Source: an optimization exercise on an open RTL-to-GDS flow (aim: small area). Production flows keep margins and buffers that such runs may drop.
In this exercise RTL edits were held to simulation tests only and were not proved equivalent to the original.
Power is estimated from default activity; no workload was simulated.

==> flow/design.v (excerpt) <==
module tower_defense_top (
    input  logic       clk,
    input  logic       reset_i,
    input  logic       visible_i,
    input  video_pkg::coord_t     x_i,
    input  video_pkg::coord_t     y_i,
    input  logic       btn_up_i,
    input  logic       btn_down_i,
    input  logic       btn_left_i,
    input  logic       btn_right_i,
    input  logic       btn_center_i,
    output video_pkg::rgb_t       pixel_o,
    output logic [3:0] lives_o
);
For scale: ~48 flip-flops, about 44 I/O pins.
clock: 12.0 ns
lec_check: 0
abc_area: 1
cap_margin: 0
core_margin: 2
core_utilization: 62
cts_buf_list: sky130_fd_sc_hd__clkbuf_8
gpl_timing_driven: 0
setup_slack_margin: -0.25
slew_margin: 0
run.sh (not shown) runs the stock make flow with config.mk's settings and CLKGATE_MAP_FILE= SYNTH_SCRIPT=/design/flow/synth_recipe.tcl, a recipe that flattens the netlist after the stock synthesis.
Rerun with:
==> flow/flow/run.sh (new file) <==
#!/bin/bash
# Standard layout, with the smallest buffer on every input and output port
# instead of the delay cell buffer_ports picks by default.
set -euo pipefail
bash standard.sh 'BUFFER_PORTS_ARGS=-buffer_cell sky130_fd_sc_hd__buf_1' finish > standard_flow.log 2>&1
==> flow/standard.sh (new file) <==
#!/bin/bash
# synth_recipe.tcl (not shown) runs the flow's synth.tcl, then flattens the netlist and writes it again
# the make line also repeats each setting of config.mk as NAME=value (left out here)
make -C /OpenROAD-flow-scripts/flow DESIGN_CONFIG=/design/flow/config.mk WORK_HOME=/design/flow/orfs CLKGATE_MAP_FILE= SYNTH_SCRIPT=/design/flow/synth_recipe.tcl "${@:-finish}"
removed: flow/run.sh
Final cell count barely changes.
Worst setup slack gets better by 0.096 ns.
First-iteration DRC count goes up slightly.
Rerun with:
- CTS_BUF_LIST: sky130_fd_sc_hd__clkbuf_8 -> sky130_fd_sc_hd__clkbuf_16
- CTS_CLUSTER_DIAMETER: unset -> 300
- CTS_CLUSTER_SIZE: unset -> 50
- SETUP_SLACK_MARGIN: -0.25 -> 0.0
After rerunning: The changed run ran to the end with no violations; synthesized cell count is unchanged; total power goes up by a little under a tenth; sequential share of layout area came out lower by 0.23 points; setup slack gains 0.16 ns; routed wire length grows slightly; area after synthesis does not change; die area stays the same; final cell count climbs slightly; maximum frequency is higher slightly; design area is higher by a few percent.
Rerun with:
- CTS_BUF_LIST: sky130_fd_sc_hd__clkbuf_16 -> sky130_fd_sc_hd__clkbuf_8
- CTS_CLUSTER_DIAMETER: 300 -> unset
- CTS_CLUSTER_SIZE: 50 -> unset
Outcome:
- wire length falls by 0.36%
- non-clock buffer count does not change
- via count is about the same
- clock-buffer cell count rises by 1
Rerun with:
- SETUP_SLACK_MARGIN: 0.0 -> -0.1
What happened: Sequential power barely changes. Total power shrinks by about 0.64%. Critical path depth went down by 6. Register-to-register slack is about the same. Via count came out lower by 1.3%. Global-route usage barely changes. Clock-buffer cell count is unchanged.

* * *

## zinc
Another version of the RTL of tower_defense_top (not shown whole).
Size: ~1,200 cells after synthesis, about 48 flip-flops, about 44 I/O pins, ~0.0081 sq mm of cells after synthesis.
Design tower_defense_top, start of the top module:
module tower_defense_top (
    input  logic       clk,
    input  logic       reset_i,
    input  logic       visible_i,
    input  video_pkg::coord_t     x_i,
    input  video_pkg::coord_t     y_i,
    input  logic       btn_up_i,
    input  logic       btn_down_i,
    input  logic       btn_left_i,
    input  logic       btn_right_i,
    input  logic       btn_center_i,
    output video_pkg::rgb_t       pixel_o,
    output logic [3:0] lives_o
);
export LEC_CHECK = 0
export ABC_AREA = 1
export CAP_MARGIN = 0
export CORE_MARGIN = 2
export CORE_UTILIZATION = 62
export CTS_BUF_LIST = sky130_fd_sc_hd__clkbuf_8
export GPL_TIMING_DRIVEN = 0
export SETUP_SLACK_MARGIN = 0.0
export SLEW_MARGIN = 0
create_clock -name core_clock -period 12.0 [get_ports {clk}]
standard.sh (not shown) runs the stock make flow with config.mk's settings and CLKGATE_MAP_FILE= SYNTH_SCRIPT=/design/flow/synth_recipe.tcl, a recipe that flattens the netlist after the stock synthesis.
==> flow/flow/run.sh <==
#!/bin/bash
# Standard layout, with the smallest buffer on every input and output port
# instead of the delay cell buffer_ports picks by default, and gates on
# paths with slack to spare sized down after global routing.
set -euo pipefail
bash standard.sh 'BUFFER_PORTS_ARGS=-buffer_cell sky130_fd_sc_hd__buf_1' 'RECOVER_POWER=100' finish > standard_flow.log 2>&1
zinc: no failed stages, no open violations at the end
#### Input delta (ember over zinc)
==> flow/flow/run.sh <==
#!/bin/bash
# Standard layout, with the smallest buffer on every input and output port
# instead of the delay cell buffer_ports picks by default.
set -euo pipefail
bash standard.sh 'BUFFER_PORTS_ARGS=-buffer_cell sky130_fd_sc_hd__buf_1' finish > standard_flow.log 2>&1
### Flow results
For zinc and ember, there was not a single run that failed to finish clean.
| fraction of area in multi-input gates | ember vs zinc | ≈ equal |
ember gives less final critical-path setup slack than zinc did.
Detailed-route wire length on metal 1: ember vs zinc, no meaningful difference

* * *

tower_defense_top, a different RTL version from the one above (not shown whole).
Size in the first run: about 1300 cells after synthesis, about 44 I/O pins, roughly 8500 um^2 of cells after synthesis.
clock: 12.0 ns
lec_check: 0
abc_area: 1
cap_margin: 20
core_margin: 2
core_utilization: 62
gpl_timing_driven: 0
setup_slack_margin: 0.4
slew_margin: 20
run.sh (not shown) runs the stock make flow with config.mk's settings and CLKGATE_MAP_FILE= SYNTH_SCRIPT=/design/flow/synth_recipe.tcl, a recipe that flattens the netlist after the stock synthesis.
Stock flow here: none of the scripts above is used.
The baseline finished with timing, DRC and antenna clean.
Edit:
CAP_MARGIN = 0   (was 20)
SETUP_SLACK_MARGIN = 0.2   (was 0.4)
SLEW_MARGIN = 0   (was 20)
=> Hold slack hardly moves; cell area goes down by a few percent; wire length decreases by a few percent; total power falls by a few percent; worst setup slack is worse by 190 ps.

* * *

tower_defense_top again, from the RTL that the note above started with.
==> flow/design.v (excerpt) <==
module tower_defense_top (
    input  logic       clk,
    input  logic       reset_i,
    input  logic       visible_i,
    input  video_pkg::coord_t     x_i,
    input  video_pkg::coord_t     y_i,
    input  logic       btn_up_i,
    input  logic       btn_down_i,
    input  logic       btn_left_i,
    input  logic       btn_right_i,
    input  logic       btn_center_i,
    output video_pkg::rgb_t       pixel_o,
    output logic [3:0] lives_o
);
    game_pkg::press_t                   press;
    logic [9:0]               cur_x;
    logic [9:0]               cur_y;
    game_pkg::game_state_e              state;
    logic                     new_game;
    logic                     escape;
    logic [4:0]               pos;
    logic [4:0]               spawn_cnt;
    logic [6:0]               wrap;
    player_input player_input_inst (
        .clk          (clk),
        .reset_i      (reset_i),
        .x_i          (x_i),
        .y_i          (y_i),
        .btn_up_i     (btn_up_i),
        .btn_down_i   (btn_down_i),
        .btn_left_i   (btn_left_i),
        .btn_right_i  (btn_right_i),
        .btn_center_i (btn_center_i),
        .state_i      (state),
        .new_game_i   (new_game),
        .press_o      (press),
        .cur_x_o      (cur_x),
        .cur_y_o      (cur_y)
    );
    game_flow game_flow_inst (
        .clk        (clk),
        .reset_i    (reset_i),
        .center_i   (press.center),
  ...
make LEC_CHECK=0 ABC_AREA=1 CAP_MARGIN=20 CORE_MARGIN=2 CORE_UTILIZATION=75 GPL_TIMING_DRIVEN=0 SETUP_SLACK_MARGIN=0.2 SLEW_MARGIN=20 finish   # period 12.0 ns
The first run aborted during global routing (5_1_grt) on GRT-0232.
Change:
CAP_MARGIN = 0   (was 20)
CORE_UTILIZATION = 62   (was 75)
SETUP_SLACK_MARGIN = 0.0   (was 0.2)
SLEW_MARGIN = 0   (was 20)
What happened:
- With this change the flow completed with no timing, DRC or antenna violations
- synthesized area does not change
- synthesized cell count stays the same

* * *

## the baseline
Another version of the RTL of tower_defense_top (not shown whole).
Size: ~44 I/O pins, ~8100 µm² of cells after synthesis.
clock: 12.0 ns
lec_check: 0
abc_area: 1
cap_margin: 0
core_margin: 2
core_utilization: 62
cts_buf_list: sky130_fd_sc_hd__clkbuf_8
gpl_timing_driven: 0
setup_slack_margin: 0.0
slew_margin: 0
standard.sh (not shown) runs the stock make flow with config.mk's settings and CLKGATE_MAP_FILE= SYNTH_SCRIPT=/design/flow/synth_recipe.tcl, a recipe that flattens the netlist after the stock synthesis.
==> flow/flow/run.sh <==
#!/bin/bash
# Standard layout, with the smallest buffer on every input and output port
# instead of the delay cell buffer_ports picks by default.
set -euo pipefail
bash standard.sh 'BUFFER_PORTS_ARGS=-buffer_cell sky130_fd_sc_hd__buf_1' finish > standard_flow.log 2>&1
What the candidate does differently from the baseline at the input level:
==> flow/run.sh (new file) <==
#!/bin/bash
# synth_recipe.tcl (not shown) runs the flow's synth.tcl, then flattens the netlist and writes it again
# the make line also repeats each setting of config.mk as NAME=value (left out here)
make -C /OpenROAD-flow-scripts/flow DESIGN_CONFIG=/design/flow/config.mk WORK_HOME=/design/flow/orfs CLKGATE_MAP_FILE= SYNTH_SCRIPT=/design/flow/synth_recipe.tcl finish
removed: flow/flow/run.sh
removed: flow/standard.sh
- Compared with the baseline, in the candidate final non-filler cell total moved up, largest clock skew in the final design did not really move.
- For the area growth from synthesis to layout, the candidate came in 4.5 points higher than the baseline did.
- Lower non-clock buffer count goes to the baseline over the candidate.
- In the metrics for the candidate and the baseline, the one carrying the higher post-CTS repair timing setup buffer count is the candidate.
- Summary of the candidate over the baseline: count of antenna-violating nets left after detailed routing saw little to no change; shortest clock period the worst path allows after layout saw an increase.
- Measured against each other, the candidate and the baseline differ in share of power burned in the clock network, the lower figure coming from the candidate.
- The candidate does worse than the baseline on detailed-route wire length.

re-timing with driven ports:
How much do the figures lean on ideal ports? The routed layouts below were timed once more, with nothing changed but the port constraints.
Step 1 assumes that a clkbuf_16 drives the clock port and a buf_2 every other input.
Step 2 times the ports against the registers' clock, not the clock port: input delays grow and output delays shrink by t, the midpoint of the rising clock arrivals with the driver on.
Slacks: no drivers / after step 1 / after step 2; pairs: no drivers / after step 1.
run	shift t [ns]	slack for setup (ns)	slew at the worst register clock pin (ns)
the first run of note 1	0.348	0.172 / 0.154 / 0.154	0.10 / 0.10
the second run of note 1	0.351	0.268 / 0.248 / 0.248	0.11 / 0.11
the third run of note 1	0.334	0.424 / 0.399 / 0.399	0.07 / 0.07
the fourth run of note 1	0.352	0.404 / 0.381 / 0.381	0.11 / 0.11
the fifth run of note 1	0.354	0.309 / 0.286 / 0.286	0.11 / 0.11
zinc	0.342	0.429 / 0.408 / 0.408	0.10 / 0.10
ember	0.342	0.408 / 0.386 / 0.386	0.10 / 0.10
the first run of note 3	0.319	0.694 / 0.662 / 0.662	0.07 / 0.07
the second run of note 3	0.314	0.502 / 0.480 / 0.480	0.07 / 0.07
the second run of note 4	0.316	0.370 / 0.353 / 0.353	0.06 / 0.06
the baseline	0.346	0.362 / 0.338 / 0.338	0.09 / 0.09
the candidate	0.344	0.310 / 0.280 / 0.280	0.10 / 0.10
After both steps setup and hold are still met in every run listed. The setup slack of the first run of note 3, which loses most, moves by -0.032 ns with the drivers and by -0.032 ns with both steps.
